From an optimization exercise on the open Yosys and OpenROAD flow, aimed at small area; shortcuts taken in it are not production practice. Where RTL was checked, it was by simulation tests only, not by an equivalence proof against the original.

==> job 1496: inputs <==
// dual_axis_pid_with_error_weighting_top
module dual_axis_pid_with_error_weighting_top #(
   parameter int CONTROL_HZ = 50,
   parameter int ANGLE_BITS = 16
) (
   input  logic        clock,
   input  logic        reset,
   input  logic        req_tvalid,
   output logic        req_tready,
   input  logic [31:0] req_tdata,
   input  logic [1:0]  req_tuser,
   output logic        rsp_tvalid,
   input  logic        rsp_tready,
   output logic [63:0] rsp_tdata,
   input  logic        csr_psel,
   input  logic        csr_penable,
   input  logic        csr_pwrite,
   input  logic [4:0]  csr_paddr,
   input  logic [31:0] csr_pwdata,
   output logic [31:0] csr_prdata,
   output logic        csr_pready
);
Settings: LEC_CHECK=0, ABC_AREA=1, CAP_MARGIN=20, CORE_MARGIN=2, CORE_UTILIZATION=40, PLACE_DENSITY=0.6, SLEW_MARGIN=20; clock period 11.0 ns.
standard.sh (not shown) runs the stock make flow with config.mk's settings and CLKGATE_MAP_FILE= SYNTH_SCRIPT=/design/flow/synth_recipe.tcl, a recipe that flattens the netlist after the stock synthesis.
==> flow/flow/run.sh <==
#!/bin/bash
# Standard ORFS layout with the smallest port buffer cell and a leaner clock tree:
# larger sink clusters, one buffer type and no dummy loads.
set -euo pipefail
export BUFFER_PORTS_ARGS="-buffer_cell sky130_fd_sc_hd__buf_1"
export CTS_ARGS="-sink_clustering_enable -repair_clock_nets -dont_use_dummy_load -sink_clustering_size 10 -sink_clustering_max_diameter 40 -buf_list sky130_fd_sc_hd__clkbuf_4"
bash standard.sh > standard.log 2>&1
==> job 5809: changes against job 1496 <==
--- a/flow/design.v
+++ b/flow/design.v
@@ -21,18 +21,18 @@
    input  logic        csr_psel,
    input  logic        csr_penable,
    input  logic        csr_pwrite,
    input  logic [4:0]  csr_paddr,
    input  logic [31:0] csr_pwdata,
    output logic [31:0] csr_prdata,
    output logic        csr_pready
 );
-   localparam logic [63:0] CFG0_DEF = {16'd522, 16'd410, 16'd41, 16'd4096};
-   localparam logic [63:0] CFG1_DEF = {16'd41, 16'd3277, 16'd907, 16'd410};
+   localparam logic [63:0] CFG0_DEF = {16'd410, 16'd41, 16'd4096, 16'd522};
+   localparam logic [63:0] CFG1_DEF = {16'd3277, 16'd907, 16'd410, 16'd41};
    localparam logic [30:0] PI_Q29   = 31'd1686629713;
    localparam logic [21:0] K_STEP   = 22'd2108287;
    localparam logic [63:0] K64      = {42'd0, K_STEP};
    localparam logic [63:0] PI64     = {33'd0, PI_Q29};
    localparam logic [3:0] S_E  = 4'd0;   
    localparam logic [3:0] S_K  = 4'd1;   
    localparam logic [3:0] S_PE = 4'd2;   
    localparam logic [3:0] S_KP = 4'd3;   
@@ -74,34 +74,27 @@
          S_KP:    begin st_last = 6'd41; end
          S_LI:    begin st_last = 6'd19; end
          S_KI:    begin st_last = 6'd41; end
          S_E2:    begin st_last = 6'd19; end
          S_PD:    begin st_last = 6'd50; end
          default: begin st_last = 6'd41; end
       endcase
    end
-   logic [5:0] st_off, cyc, cyc_k;
+   logic [1:0] st_off;
+   logic [5:0] cyc;
    always_comb begin
       case (step_q)
-         S_K, S_PD: st_off = 6'd44;
-         S_PE:      st_off = 6'd2;
-         S_LI:      st_off = 6'd20;
-         S_KI:      st_off = 6'd48;
-         S_KD:      st_off = 6'd32;
-         default:   st_off = 6'd0;
+         S_K, S_KI:         st_off = 2'd2;
+         S_PE, S_KP, S_E2:  st_off = 2'd3;
+         S_PD, S_KD:        st_off = 2'd1;
+         default:           st_off = 2'd0;
       endcase
    end
-   assign cyc_k[0] = 1'b0;
-   for (genvar i = 0; i < 6; i++) begin : g_cyc
-      assign cyc[i] = prel[i] ^ st_off[i] ^ cyc_k[i];
-      if (i < 5) begin : g_k
-         assign cyc_k[i+1] = (prel[i] & st_off[i]) | (prel[i] & cyc_k[i]) | (st_off[i] & cyc_k[i]);
-      end
-   end
+   assign cyc = {prel[5:4] + st_off, prel[3:0]};
    logic last, done;
    logic st_e, st_k, st_pe, st_kp, st_li, st_ki, st_e2, st_pd, st_kd;
    assign last  = run_q && (cyc == st_last);
    assign st_e  = run_q && (step_q == S_E);
    assign st_k  = run_q && (step_q == S_K);
    assign st_pe = run_q && (step_q == S_PE);
    assign st_kp = run_q && (step_q == S_KP);
    assign st_li = run_q && (step_q == S_LI);
@@ -138,24 +131,24 @@
    assign wr_b    = req_acc && (cmd == 2'd2);
    assign tick_go = req_acc && (cmd == 2'd3) && (seen_q == 3'b111);
    logic [2:0] idx;
    assign idx = csr_paddr[4:2];
    logic       ring1, rd_al, is_tol;
    logic [1:0] blk;
    always_comb begin
       case (idx)
-         3'd0:    begin ring1 = 1'b0; blk = 2'd0; end
-         3'd1:    begin ring1 = 1'b0; blk = 2'd1; end
-         3'd2:    begin ring1 = 1'b0; blk = 2'd2; end
-         3'd3:    begin ring1 = 1'b1; blk = 2'd2; end
-         3'd4:    begin ring1 = 1'b1; blk = 2'd3; end
-         3'd5:    begin ring1 = 1'b1; blk = 2'd0; end
-         3'd6:    begin ring1 = 1'b0; blk = 2'd3; end
-         default: begin ring1 = 1'b1; blk = 2'd1; end
+         3'd0:    begin ring1 = 1'b0; blk = 2'd1; end
+         3'd1:    begin ring1 = 1'b0; blk = 2'd2; end
+         3'd2:    begin ring1 = 1'b0; blk = 2'd3; end
+         3'd3:    begin ring1 = 1'b1; blk = 2'd3; end
+         3'd4:    begin ring1 = 1'b1; blk = 2'd0; end
+         3'd5:    begin ring1 = 1'b1; blk = 2'd1; end
+         3'd6:    begin ring1 = 1'b0; blk = 2'd0; end
+         default: begin ring1 = 1'b1; blk = 2'd2; end
       endcase
    end
    assign is_tol = (idx[2:1] == 2'b11);
    logic [1:0] wdist;
    logic       via15, via47, wwin, wacc, wen, armed_q, wbit;
    logic       ins15_0, ins47_0, ins15_1, ins47_1, rs, rb15_0, rb47_0, rb15_1, rb47_1;
    logic       pready_r, pready_w;
    assign wdist   = phi_q[5:4] - blk;
@@ -178,38 +171,38 @@
    assign rb47_0  = CFG0_DEF[{!phi_q[4], !phi_q[4], phi_q[3:0]}];
    assign rb15_1  = CFG1_DEF[{phi_q[4], !phi_q[4], phi_q[3:0]}];
    assign rb47_1  = CFG1_DEF[{!phi_q[4], !phi_q[4], phi_q[3:0]}];
    logic [15:0] rd_lo, wdat;
    assign rd_lo      = ring1 ? cfg1_q[15:0] : cfg0_q[15:0];
    assign csr_prdata = {{16{rd_lo[15]}}, rd_lo};
    assign wdat       = {csr_pwdata[15] && !is_tol, csr_pwdata[14:0]};
    logic tgt_b, meas_b, e_b, e_c;
-   assign tgt_b  = smp_q[16];
-   assign meas_b = smp_q[0];
+   assign tgt_b  = st_e2 ? smp_q[0]  : smp_q[16];
+   assign meas_b = st_e2 ? smp_q[48] : smp_q[0];
    assign e_c    = c0 ? 1'b1 : ec_q;
    assign e_b    = tgt_b ^ !meas_b ^ e_c;
    logic ex, tl, e2, tld, t3, t3cin, a1s, a2s, a3s, a4s;
    logic c1in, c2in, c3in, c4in;
    assign ex    = clt16 ? e_b : x_q[19];
-   assign tl    = clt16 && (axis_q ? cfg1_q[48] : cfg0_q[48]);
+   assign tl    = clt16 && gtap;
    assign e2    = !c0 && exd_q;
    assign tld   = !c0 && o2d_q;
    assign t3cin = !c0 && t3c_q;
    assign t3    = tl ^ tld ^ t3cin;
    assign c1in  = c0 ? 1'b1 : c1_q;
    assign c2in  = !c0 && c2_q;
    assign c3in  = c0 ? 1'b1 : c3_q;
    assign c4in  = !c0 && c4_q;
    assign a1s   = tl ^ !ex ^ c1in;
    assign a2s   = tl ^ ex ^ c2in;
    assign a3s   = t3 ^ !e2 ^ c3in;
    assign a4s   = t3 ^ e2 ^ c4in;
    logic ep_b, ep_op, e_op, d_b, dcin;
-   assign ep_b  = st_q[28] && !zero_q;
+   assign ep_b  = st_q[56] && !zero_q;
    assign e_op  = clt16 ? e_b : exd_q;
    assign ep_op = clt16 ? ep_b : o2d_q;
    assign dcin  = c0 ? 1'b1 : c1_q;
    assign d_b   = e_op ^ !ep_op ^ dcin;
    logic        gtap, s_in, rnd, mul_on, o_b, gsgn_q;
    logic [19:0] pp;
    logic [20:0] msum;
    logic        kbit, pibit;
@@ -224,32 +217,32 @@
       else                          s_in = 1'b0;
    end
    assign rnd  = ((st_pe || st_pd) && (cyc == 6'd27)) ||
                  (st_k && (cyc == 6'd24) && x_q[19] && stk_q);
    assign pp   = {20{s_in}} & x_q;
    logic        mcin;
    logic [20:0] ma, mb;
    logic [21:0] mc;
-   assign mcin = rnd;
+   assign mcin = rnd || (mul_on && c0 && acc_q[19]);
    assign ma   = {acc_q[19], acc_q};
    assign mb   = {pp[19], pp};
    assign mc[0] = mcin;
    for (genvar i = 0; i < 21; i++) begin : g_madd
       assign msum[i]  = ma[i] ^ mb[i] ^ mc[i];
       assign mc[i+1]  = (ma[i] & mb[i]) | (ma[i] & mc[i]) | (mb[i] & mc[i]);
    end
    assign o_b  = msum[0];
    logic ib, isum, icin, ihi;
    assign ihi  = (cyc == 6'd40) ? i16_q[axis_q] : i17_q[axis_q];
    assign ib   = !zero_q && (!clt40 ? ihi : st_q[0]);
    assign icin = (cyc != 6'd24) && ic_q;
    assign isum = ib ^ o_b ^ icin;
    logic lv;
-   assign lv = !clamp_q && st_q[0];
+   assign lv = !clamp_q && st_q[56];
    logic x1s, q50;
    assign x1s = dl_q[0] ^ dl_q[3] ^ m1c_q;
    assign q50 = x1s ^ dl_q[4] ^ m2c_q;
    logic acc_win, term, tw, tdin, s_old, sadd, scin;
    assign acc_win = (st_kp || st_ki || st_kd) && cge12;
    assign term    = st_kd ? q50 : o_b;
    assign tdin    = (cyc != 6'd12) && td_q;
    assign tw      = !above_q ? 1'b0 : (far_q ? tdin : term);
@@ -283,27 +276,27 @@
          cfg0_q[j] <= cfg0_q[(j+1)%64];
          cfg1_q[j] <= cfg1_q[(j+1)%64];
       end
       if (ins15_0 || rs) cfg0_q[15] <= ins15_0 ? wbit : rb15_0;
       if (ins47_0 || rs) cfg0_q[47] <= ins47_0 ? wbit : rb47_0;
       if (ins15_1 || rs) cfg1_q[15] <= ins15_1 ? wbit : rb15_1;
       if (ins47_1 || rs) cfg1_q[47] <= ins47_1 ? wbit : rb47_1;
       rst_pend_q <= reset || (rst_pend_q && (phi_q != 6'd31));
-      if (phi_q[3:0] == 4'd15)                   armed_q <= 1'b0;
+      if (reset || phi_q[3:0] == 4'd15)          armed_q <= 1'b0;
       else if (phi_q[3:0] == 4'd0 && wacc && wwin) armed_q <= 1'b1;
       for (int j = 0; j < 64; j++) begin
          if (j < 16 && wr_a)                 smp_q[j] <= req_tdata[j%16];
          else if (j >= 32 && j < 48 && wr_b) smp_q[j] <= req_tdata[16 + (j%16)];
          else                                smp_q[j] <= smp_q[(j+1)%64];
       end
       for (int j = 0; j < 63; j++) st_q[j] <= st_q[j+1];
-      if (st_e2 && clt16)                            st_q[27] <= e_b;
+      if (st_e2 && clt16)                            st_q[55] <= e_b;
+      else if (st_li && clt16)                       st_q[55] <= lv;
       if (st_k && !clt24 && clt40)                   st_q[63] <= isum;
-      else if (st_li && clt16)                       st_q[63] <= lv;
       else                                           st_q[63] <= st_q[0];
       if (st_k && cyc == 6'd40) i16_q[axis_q] <= isum;
       if (st_k && cyc == 6'd41) i17_q[axis_q] <= isum;
       if (st_li && c16)           i16_q[axis_q] <= clamp_q || i16_q[axis_q];
       if (reset) begin
          busy_q      <= 1'b0;
          run_q       <= 1'b0;
          axis_q      <= 1'b0;
@@ -338,23 +331,23 @@
                      busy_q <= 1'b0;
                      run_q  <= 1'b0;
                   end else begin
                      axis_q <= 1'b1;
                      run_q  <= 1'b0;
                   end
                end else begin
                   step_q <= step_q + 4'd1;
-                  run_q  <= (step_q == S_E) || (step_q == S_K) || (step_q == S_E2);
+                  run_q  <= 1'b0;
                end
             end
          end
       end
       if (x_sh) x_q <= {x_in, x_q[19:1]};
-      acc_q <= (mul_on && !last) ? msum[20:1] : 20'd0;
+      acc_q <= msum[20:1];
       d3_q  <= {d3_q[1:0], o_b};
       ec_q  <= (tgt_b & !meas_b) | (tgt_b & e_c) | (!meas_b & e_c);
       if (st_e) begin
          o2d_q <= tl;
          c1_q  <= (tl & !ex) | (tl & c1in) | (!ex & c1in);
          if (c18) begin
             above_q <= x_q[19] ? a2s : a1s;
             far_q   <= x_q[19] ? a4s : a3s;
@@ -373,17 +366,17 @@
       td_q  <= term;
       sc_q  <= (tw & s_old) | (tw & scin) | (s_old & scin);
       if (st_k) begin
          if (clt24)              stk_q <= (!c0 && stk_q) || o_b;
          else if (clt40)         stk_q <= (cyc != 6'd24 && stk_q) || isum;
          if (cyc == 6'd41)
             clamp_q <= (!isum && i16_q[axis_q] && stk_q) || (isum && !i16_q[axis_q]);
       end
-      dl_q  <= {dl_q[3:0], o_b};
+      dl_q  <= {dl_q[3:0], o_b && st_kd};
       m1c_q <= (dl_q[0] & dl_q[3]) | (dl_q[0] & m1c_q) | (dl_q[3] & m1c_q);
       m2c_q <= (x1s & dl_q[4]) | (x1s & m2c_q) | (dl_q[4] & m2c_q);
       if (acc_win) begin
          if (axis_q) resy_q <= {sadd, resy_q[29:1]};
          else        resr_q <= {sadd, resr_q[29:1]};
       end
    end
    assign rsp_tvalid = rsp_valid_q;
==> flow/flow/run.sh (replaced) <==
#!/bin/bash
# Standard ORFS layout with the smallest port buffer cell and a leaner clock tree:
# larger sink clusters, one buffer type and no dummy loads.
set -euo pipefail
export BUFFER_PORTS_ARGS="-buffer_cell sky130_fd_sc_hd__buf_1"
export CTS_ARGS="-sink_clustering_enable -repair_clock_nets -dont_use_dummy_load -sink_clustering_size 18 -sink_clustering_max_diameter 50 -buf_list sky130_fd_sc_hd__clkbuf_8"
bash standard.sh > standard.log 2>&1
==> flow/config.mk (replaced) <==
export PLATFORM = sky130hd
export DESIGN_NAME = dual_axis_pid_with_error_weighting_top
export DESIGN_NICKNAME = dual_axis_pid_with_error_weighting_top
export VERILOG_FILES = /design/flow/design.v
export SDC_FILE = /design/flow/constraint.sdc
export NUM_CORES = 4
export LEC_CHECK = 0
export ABC_AREA = 1
export CAP_MARGIN = 20
export CORE_MARGIN = 2
export CORE_UTILIZATION = 65
export PLACE_DENSITY = 0.8
export SLEW_MARGIN = 20
==> job 6054: changes against job 1496 <==
--- a/flow/design.v
+++ b/flow/design.v
@@ -21,18 +21,18 @@
    input  logic        csr_psel,
    input  logic        csr_penable,
    input  logic        csr_pwrite,
    input  logic [4:0]  csr_paddr,
    input  logic [31:0] csr_pwdata,
    output logic [31:0] csr_prdata,
    output logic        csr_pready
 );
-   localparam logic [63:0] CFG0_DEF = {16'd522, 16'd410, 16'd41, 16'd4096};
-   localparam logic [63:0] CFG1_DEF = {16'd41, 16'd3277, 16'd907, 16'd410};
+   localparam logic [63:0] CFG0_DEF = {16'd410, 16'd41, 16'd4096, 16'd522};
+   localparam logic [63:0] CFG1_DEF = {16'd3277, 16'd907, 16'd410, 16'd41};
    localparam logic [30:0] PI_Q29   = 31'd1686629713;
    localparam logic [21:0] K_STEP   = 22'd2108287;
    localparam logic [63:0] K64      = {42'd0, K_STEP};
    localparam logic [63:0] PI64     = {33'd0, PI_Q29};
    localparam logic [3:0] S_E  = 4'd0;   
    localparam logic [3:0] S_K  = 4'd1;   
    localparam logic [3:0] S_PE = 4'd2;   
    localparam logic [3:0] S_KP = 4'd3;   
@@ -46,17 +46,16 @@
    logic [1:0]  i16_q, i17_q;           
    logic [29:0] resr_q, resy_q;         
    logic        rsp_valid_q, rst_pend_q;
    logic [2:0]  seen_q;
    logic        busy_q, run_q, axis_q, zero_q;
    logic [3:0]  step_q;
    logic [19:0] x_q, acc_q;
    logic        above_q, far_q, clamp_q, stk_q;
-   logic [2:0]  d3_q;
    logic [4:0]  dl_q;
    logic        ec_q, exd_q, o2d_q, t3c_q, c1_q, c2_q, c3_q, c4_q, ic_q;
    logic        m1c_q, m2c_q, td_q, sc_q;
    logic [5:0] phi_n, prel;
    logic [5:0] phi_c;
    assign phi_c[0] = 1'b1;
    for (genvar i = 0; i < 6; i++) begin : g_inc
       assign phi_n[i] = phi_q[i] ^ phi_c[i];
@@ -74,34 +73,27 @@
          S_KP:    begin st_last = 6'd41; end
          S_LI:    begin st_last = 6'd19; end
          S_KI:    begin st_last = 6'd41; end
          S_E2:    begin st_last = 6'd19; end
          S_PD:    begin st_last = 6'd50; end
          default: begin st_last = 6'd41; end
       endcase
    end
-   logic [5:0] st_off, cyc, cyc_k;
+   logic [1:0] st_off;
+   logic [5:0] cyc;
    always_comb begin
       case (step_q)
-         S_K, S_PD: st_off = 6'd44;
-         S_PE:      st_off = 6'd2;
-         S_LI:      st_off = 6'd20;
-         S_KI:      st_off = 6'd48;
-         S_KD:      st_off = 6'd32;
-         default:   st_off = 6'd0;
+         S_K, S_KI:         st_off = 2'd2;
+         S_PE, S_KP, S_E2:  st_off = 2'd3;
+         S_PD, S_KD:        st_off = 2'd1;
+         default:           st_off = 2'd0;
       endcase
    end
-   assign cyc_k[0] = 1'b0;
-   for (genvar i = 0; i < 6; i++) begin : g_cyc
-      assign cyc[i] = prel[i] ^ st_off[i] ^ cyc_k[i];
-      if (i < 5) begin : g_k
-         assign cyc_k[i+1] = (prel[i] & st_off[i]) | (prel[i] & cyc_k[i]) | (st_off[i] & cyc_k[i]);
-      end
-   end
+   assign cyc = {prel[5:4] + st_off, prel[3:0]};
    logic last, done;
    logic st_e, st_k, st_pe, st_kp, st_li, st_ki, st_e2, st_pd, st_kd;
    assign last  = run_q && (cyc == st_last);
    assign st_e  = run_q && (step_q == S_E);
    assign st_k  = run_q && (step_q == S_K);
    assign st_pe = run_q && (step_q == S_PE);
    assign st_kp = run_q && (step_q == S_KP);
    assign st_li = run_q && (step_q == S_LI);
@@ -138,24 +130,24 @@
    assign wr_b    = req_acc && (cmd == 2'd2);
    assign tick_go = req_acc && (cmd == 2'd3) && (seen_q == 3'b111);
    logic [2:0] idx;
    assign idx = csr_paddr[4:2];
    logic       ring1, rd_al, is_tol;
    logic [1:0] blk;
    always_comb begin
       case (idx)
-         3'd0:    begin ring1 = 1'b0; blk = 2'd0; end
-         3'd1:    begin ring1 = 1'b0; blk = 2'd1; end
-         3'd2:    begin ring1 = 1'b0; blk = 2'd2; end
-         3'd3:    begin ring1 = 1'b1; blk = 2'd2; end
-         3'd4:    begin ring1 = 1'b1; blk = 2'd3; end
-         3'd5:    begin ring1 = 1'b1; blk = 2'd0; end
-         3'd6:    begin ring1 = 1'b0; blk = 2'd3; end
-         default: begin ring1 = 1'b1; blk = 2'd1; end
+         3'd0:    begin ring1 = 1'b0; blk = 2'd1; end
+         3'd1:    begin ring1 = 1'b0; blk = 2'd2; end
+         3'd2:    begin ring1 = 1'b0; blk = 2'd3; end
+         3'd3:    begin ring1 = 1'b1; blk = 2'd3; end
+         3'd4:    begin ring1 = 1'b1; blk = 2'd0; end
+         3'd5:    begin ring1 = 1'b1; blk = 2'd1; end
+         3'd6:    begin ring1 = 1'b0; blk = 2'd0; end
+         default: begin ring1 = 1'b1; blk = 2'd2; end
       endcase
    end
    assign is_tol = (idx[2:1] == 2'b11);
    logic [1:0] wdist;
    logic       via15, via47, wwin, wacc, wen, armed_q, wbit;
    logic       ins15_0, ins47_0, ins15_1, ins47_1, rs, rb15_0, rb47_0, rb15_1, rb47_1;
    logic       pready_r, pready_w;
    assign wdist   = phi_q[5:4] - blk;
@@ -178,38 +170,38 @@
    assign rb47_0  = CFG0_DEF[{!phi_q[4], !phi_q[4], phi_q[3:0]}];
    assign rb15_1  = CFG1_DEF[{phi_q[4], !phi_q[4], phi_q[3:0]}];
    assign rb47_1  = CFG1_DEF[{!phi_q[4], !phi_q[4], phi_q[3:0]}];
    logic [15:0] rd_lo, wdat;
    assign rd_lo      = ring1 ? cfg1_q[15:0] : cfg0_q[15:0];
    assign csr_prdata = {{16{rd_lo[15]}}, rd_lo};
    assign wdat       = {csr_pwdata[15] && !is_tol, csr_pwdata[14:0]};
    logic tgt_b, meas_b, e_b, e_c;
-   assign tgt_b  = smp_q[16];
-   assign meas_b = smp_q[0];
+   assign tgt_b  = st_e2 ? smp_q[0]  : smp_q[16];
+   assign meas_b = st_e2 ? smp_q[48] : smp_q[0];
    assign e_c    = c0 ? 1'b1 : ec_q;
    assign e_b    = tgt_b ^ !meas_b ^ e_c;
    logic ex, tl, e2, tld, t3, t3cin, a1s, a2s, a3s, a4s;
    logic c1in, c2in, c3in, c4in;
    assign ex    = clt16 ? e_b : x_q[19];
-   assign tl    = clt16 && (axis_q ? cfg1_q[48] : cfg0_q[48]);
+   assign tl    = clt16 && gtap;
    assign e2    = !c0 && exd_q;
    assign tld   = !c0 && o2d_q;
    assign t3cin = !c0 && t3c_q;
    assign t3    = tl ^ tld ^ t3cin;
    assign c1in  = c0 ? 1'b1 : c1_q;
    assign c2in  = !c0 && c2_q;
    assign c3in  = c0 ? 1'b1 : c3_q;
    assign c4in  = !c0 && c4_q;
    assign a1s   = tl ^ !ex ^ c1in;
    assign a2s   = tl ^ ex ^ c2in;
    assign a3s   = t3 ^ !e2 ^ c3in;
    assign a4s   = t3 ^ e2 ^ c4in;
    logic ep_b, ep_op, e_op, d_b, dcin;
-   assign ep_b  = st_q[28] && !zero_q;
+   assign ep_b  = st_q[56] && !zero_q;
    assign e_op  = clt16 ? e_b : exd_q;
    assign ep_op = clt16 ? ep_b : o2d_q;
    assign dcin  = c0 ? 1'b1 : c1_q;
    assign d_b   = e_op ^ !ep_op ^ dcin;
    logic        gtap, s_in, rnd, mul_on, o_b, gsgn_q;
    logic [19:0] pp;
    logic [20:0] msum;
    logic        kbit, pibit;
@@ -224,32 +216,32 @@
       else                          s_in = 1'b0;
    end
    assign rnd  = ((st_pe || st_pd) && (cyc == 6'd27)) ||
                  (st_k && (cyc == 6'd24) && x_q[19] && stk_q);
    assign pp   = {20{s_in}} & x_q;
    logic        mcin;
    logic [20:0] ma, mb;
    logic [21:0] mc;
-   assign mcin = rnd;
+   assign mcin = rnd || (mul_on && c0 && acc_q[19]);
    assign ma   = {acc_q[19], acc_q};
    assign mb   = {pp[19], pp};
    assign mc[0] = mcin;
    for (genvar i = 0; i < 21; i++) begin : g_madd
       assign msum[i]  = ma[i] ^ mb[i] ^ mc[i];
       assign mc[i+1]  = (ma[i] & mb[i]) | (ma[i] & mc[i]) | (mb[i] & mc[i]);
    end
    assign o_b  = msum[0];
    logic ib, isum, icin, ihi;
    assign ihi  = (cyc == 6'd40) ? i16_q[axis_q] : i17_q[axis_q];
    assign ib   = !zero_q && (!clt40 ? ihi : st_q[0]);
    assign icin = (cyc != 6'd24) && ic_q;
    assign isum = ib ^ o_b ^ icin;
    logic lv;
-   assign lv = !clamp_q && st_q[0];
+   assign lv = !clamp_q && st_q[56];
    logic x1s, q50;
    assign x1s = dl_q[0] ^ dl_q[3] ^ m1c_q;
    assign q50 = x1s ^ dl_q[4] ^ m2c_q;
    logic acc_win, term, tw, tdin, s_old, sadd, scin;
    assign acc_win = (st_kp || st_ki || st_kd) && cge12;
    assign term    = st_kd ? q50 : o_b;
    assign tdin    = (cyc != 6'd12) && td_q;
    assign tw      = !above_q ? 1'b0 : (far_q ? tdin : term);
@@ -269,41 +261,41 @@
       end else if (st_li) begin
          x_sh = 1'b1;
          if (clt16)    x_in = lv;
          else if (c16) x_in = clamp_q || i16_q[axis_q];
          else if (c17) x_in = i17_q[axis_q];
          else          x_in = x_q[19];
       end else if ((st_pe || st_pd) && cge31) begin
          x_sh = 1'b1;
-         x_in = d3_q[2];
+         x_in = dl_q[2];
       end
    end
    always_ff @(posedge clock) begin
       phi_q <= reset ? 6'd0 : phi_n;
       for (int j = 0; j < 64; j++) begin
          cfg0_q[j] <= cfg0_q[(j+1)%64];
          cfg1_q[j] <= cfg1_q[(j+1)%64];
       end
       if (ins15_0 || rs) cfg0_q[15] <= ins15_0 ? wbit : rb15_0;
       if (ins47_0 || rs) cfg0_q[47] <= ins47_0 ? wbit : rb47_0;
       if (ins15_1 || rs) cfg1_q[15] <= ins15_1 ? wbit : rb15_1;
       if (ins47_1 || rs) cfg1_q[47] <= ins47_1 ? wbit : rb47_1;
       rst_pend_q <= reset || (rst_pend_q && (phi_q != 6'd31));
-      if (phi_q[3:0] == 4'd15)                   armed_q <= 1'b0;
+      if (reset || phi_q[3:0] == 4'd15)          armed_q <= 1'b0;
       else if (phi_q[3:0] == 4'd0 && wacc && wwin) armed_q <= 1'b1;
       for (int j = 0; j < 64; j++) begin
          if (j < 16 && wr_a)                 smp_q[j] <= req_tdata[j%16];
          else if (j >= 32 && j < 48 && wr_b) smp_q[j] <= req_tdata[16 + (j%16)];
          else                                smp_q[j] <= smp_q[(j+1)%64];
       end
       for (int j = 0; j < 63; j++) st_q[j] <= st_q[j+1];
-      if (st_e2 && clt16)                            st_q[27] <= e_b;
+      if (st_e2 && clt16)                            st_q[55] <= e_b;
+      else if (st_li && clt16)                       st_q[55] <= lv;
       if (st_k && !clt24 && clt40)                   st_q[63] <= isum;
-      else if (st_li && clt16)                       st_q[63] <= lv;
       else                                           st_q[63] <= st_q[0];
       if (st_k && cyc == 6'd40) i16_q[axis_q] <= isum;
       if (st_k && cyc == 6'd41) i17_q[axis_q] <= isum;
       if (st_li && c16)           i16_q[axis_q] <= clamp_q || i16_q[axis_q];
       if (reset) begin
          busy_q      <= 1'b0;
          run_q       <= 1'b0;
          axis_q      <= 1'b0;
@@ -338,24 +330,23 @@
                      busy_q <= 1'b0;
                      run_q  <= 1'b0;
                   end else begin
                      axis_q <= 1'b1;
                      run_q  <= 1'b0;
                   end
                end else begin
                   step_q <= step_q + 4'd1;
-                  run_q  <= (step_q == S_E) || (step_q == S_K) || (step_q == S_E2);
+                  run_q  <= 1'b0;
                end
             end
          end
       end
       if (x_sh) x_q <= {x_in, x_q[19:1]};
-      acc_q <= (mul_on && !last) ? msum[20:1] : 20'd0;
-      d3_q  <= {d3_q[1:0], o_b};
+      acc_q <= msum[20:1];
       ec_q  <= (tgt_b & !meas_b) | (tgt_b & e_c) | (!meas_b & e_c);
       if (st_e) begin
          o2d_q <= tl;
          c1_q  <= (tl & !ex) | (tl & c1in) | (!ex & c1in);
          if (c18) begin
             above_q <= x_q[19] ? a2s : a1s;
             far_q   <= x_q[19] ? a4s : a3s;
          end
@@ -373,17 +364,17 @@
       td_q  <= term;
       sc_q  <= (tw & s_old) | (tw & scin) | (s_old & scin);
       if (st_k) begin
          if (clt24)              stk_q <= (!c0 && stk_q) || o_b;
          else if (clt40)         stk_q <= (cyc != 6'd24 && stk_q) || isum;
          if (cyc == 6'd41)
             clamp_q <= (!isum && i16_q[axis_q] && stk_q) || (isum && !i16_q[axis_q]);
       end
-      dl_q  <= {dl_q[3:0], o_b};
+      dl_q  <= {dl_q[3:0], o_b && mul_on};
       m1c_q <= (dl_q[0] & dl_q[3]) | (dl_q[0] & m1c_q) | (dl_q[3] & m1c_q);
       m2c_q <= (x1s & dl_q[4]) | (x1s & m2c_q) | (dl_q[4] & m2c_q);
       if (acc_win) begin
          if (axis_q) resy_q <= {sadd, resy_q[29:1]};
          else        resr_q <= {sadd, resr_q[29:1]};
       end
    end
    assign rsp_tvalid = rsp_valid_q;
==> flow/flow/run.sh (replaced) <==
#!/bin/bash
# Standard ORFS layout with the smallest port buffer cell and a leaner clock tree:
# larger sink clusters, one buffer type and no dummy loads.
set -euo pipefail
export BUFFER_PORTS_ARGS="-buffer_cell sky130_fd_sc_hd__buf_1"
export CTS_ARGS="-sink_clustering_enable -repair_clock_nets -dont_use_dummy_load -sink_clustering_size 20 -sink_clustering_max_diameter 50 -buf_list sky130_fd_sc_hd__clkbuf_8"
bash standard.sh > standard.log 2>&1
==> flow_metrics.tcl <==
set metrics [dict create \
    crit_start "step_q[0]" \
    muxShareOfSynthArea_pct 1.33 \
    status "timing/DRC/antenna clean" \
    cts_root_cell "sky130_fd_sc_hd__clkbuf_4" \
    synth.top_cells.by_area "sky130_fd_sc_hd__dfxtp_1, sky130_fd_sc_hd__edfxtp_1, sky130_fd_sc_hd__nand2_1" \
    met2WireLength_um 10400 \
    worstPathBufferInverterCount 6 \
    number_of_global_route_vias_before_repair 7982 \
    whs_ns 0.278 \
    placed_area_um2 14600 \
]
-- figures above: job 1496

==> flow_metrics.tcl <==
set metrics [dict create \
    status "timing/DRC/antenna clean" \
    crit_start "step_q[0]" \
    grt_max_degree 31 \
    cp-start-kind "flop" \
    synth.top_cells.by_area "sky130_fd_sc_hd__dfxtp_1, sky130_fd_sc_hd__edfxtp_1, sky130_fd_sc_hd__nand2_1" \
    synth_xor_area_share_pct 0.399 \
    number_of_global_route_vias_before_repair 7305 \
    placed_area_um2 13900 \
    worstPathBufferInverterCount 5 \
    cts_root_cell "sky130_fd_sc_hd__clkbuf_8" \
    met2WireLength_um 9440 \
    muxShareOfSynthArea_pct 1.36 \
]
-- figures above: job 5809

==> flow_metrics.tcl <==
set metrics [dict create \
    met2WireLength_um 10500 \
    crit_start "step_q[3]" \
    layout.cells.most_common "sky130_fd_sc_hd__dfxtp_1" \
    placed_area_um2 14100 \
    top_layer "met5" \
    cts_root_cell "sky130_fd_sc_hd__clkbuf_8" \
    status "timing/DRC/antenna clean" \
    muxShareOfSynthArea_pct 1.36 \
    worstPathBufferInverterCount 3 \
    global_route.overflow_total 0 \
    number_of_global_route_vias_before_repair 7458 \
]
-- figures above: job 6054

The RTL of job 1496 was laid out without a check of its function.

## re-timing with driven ports
No port has a modelled driver above. Below, the same layouts with a new extraction and two added sets of constraints. Step 1, drivers: a clkbuf_16 drives clock and a buf_2 each remaining input, both assumed. Step 2 also shifts input and output timing later by t, the mid clock arrival at the registers, as if the neighbouring blocks saw the same clock. Three values: ideal, step 1, step 2; two values: the first two.
run	shift t [ns]	setup WS [ns]	worst setup path at the end	latest minus earliest clock arrival (ns)	worst data-port slew with drivers (ns)
job 1496	0.680	0.552 / 0.552 / 0.552	register to register	0.145 / 0.145	0.04
job 5809	0.621	0.689 / 0.689 / 0.689	register to register	0.071 / 0.071	0.04
job 6054	0.562	0.987 / 0.987 / 0.987	register to register	0.096 / 0.096	0.07
After both steps every run listed still meets setup and hold.
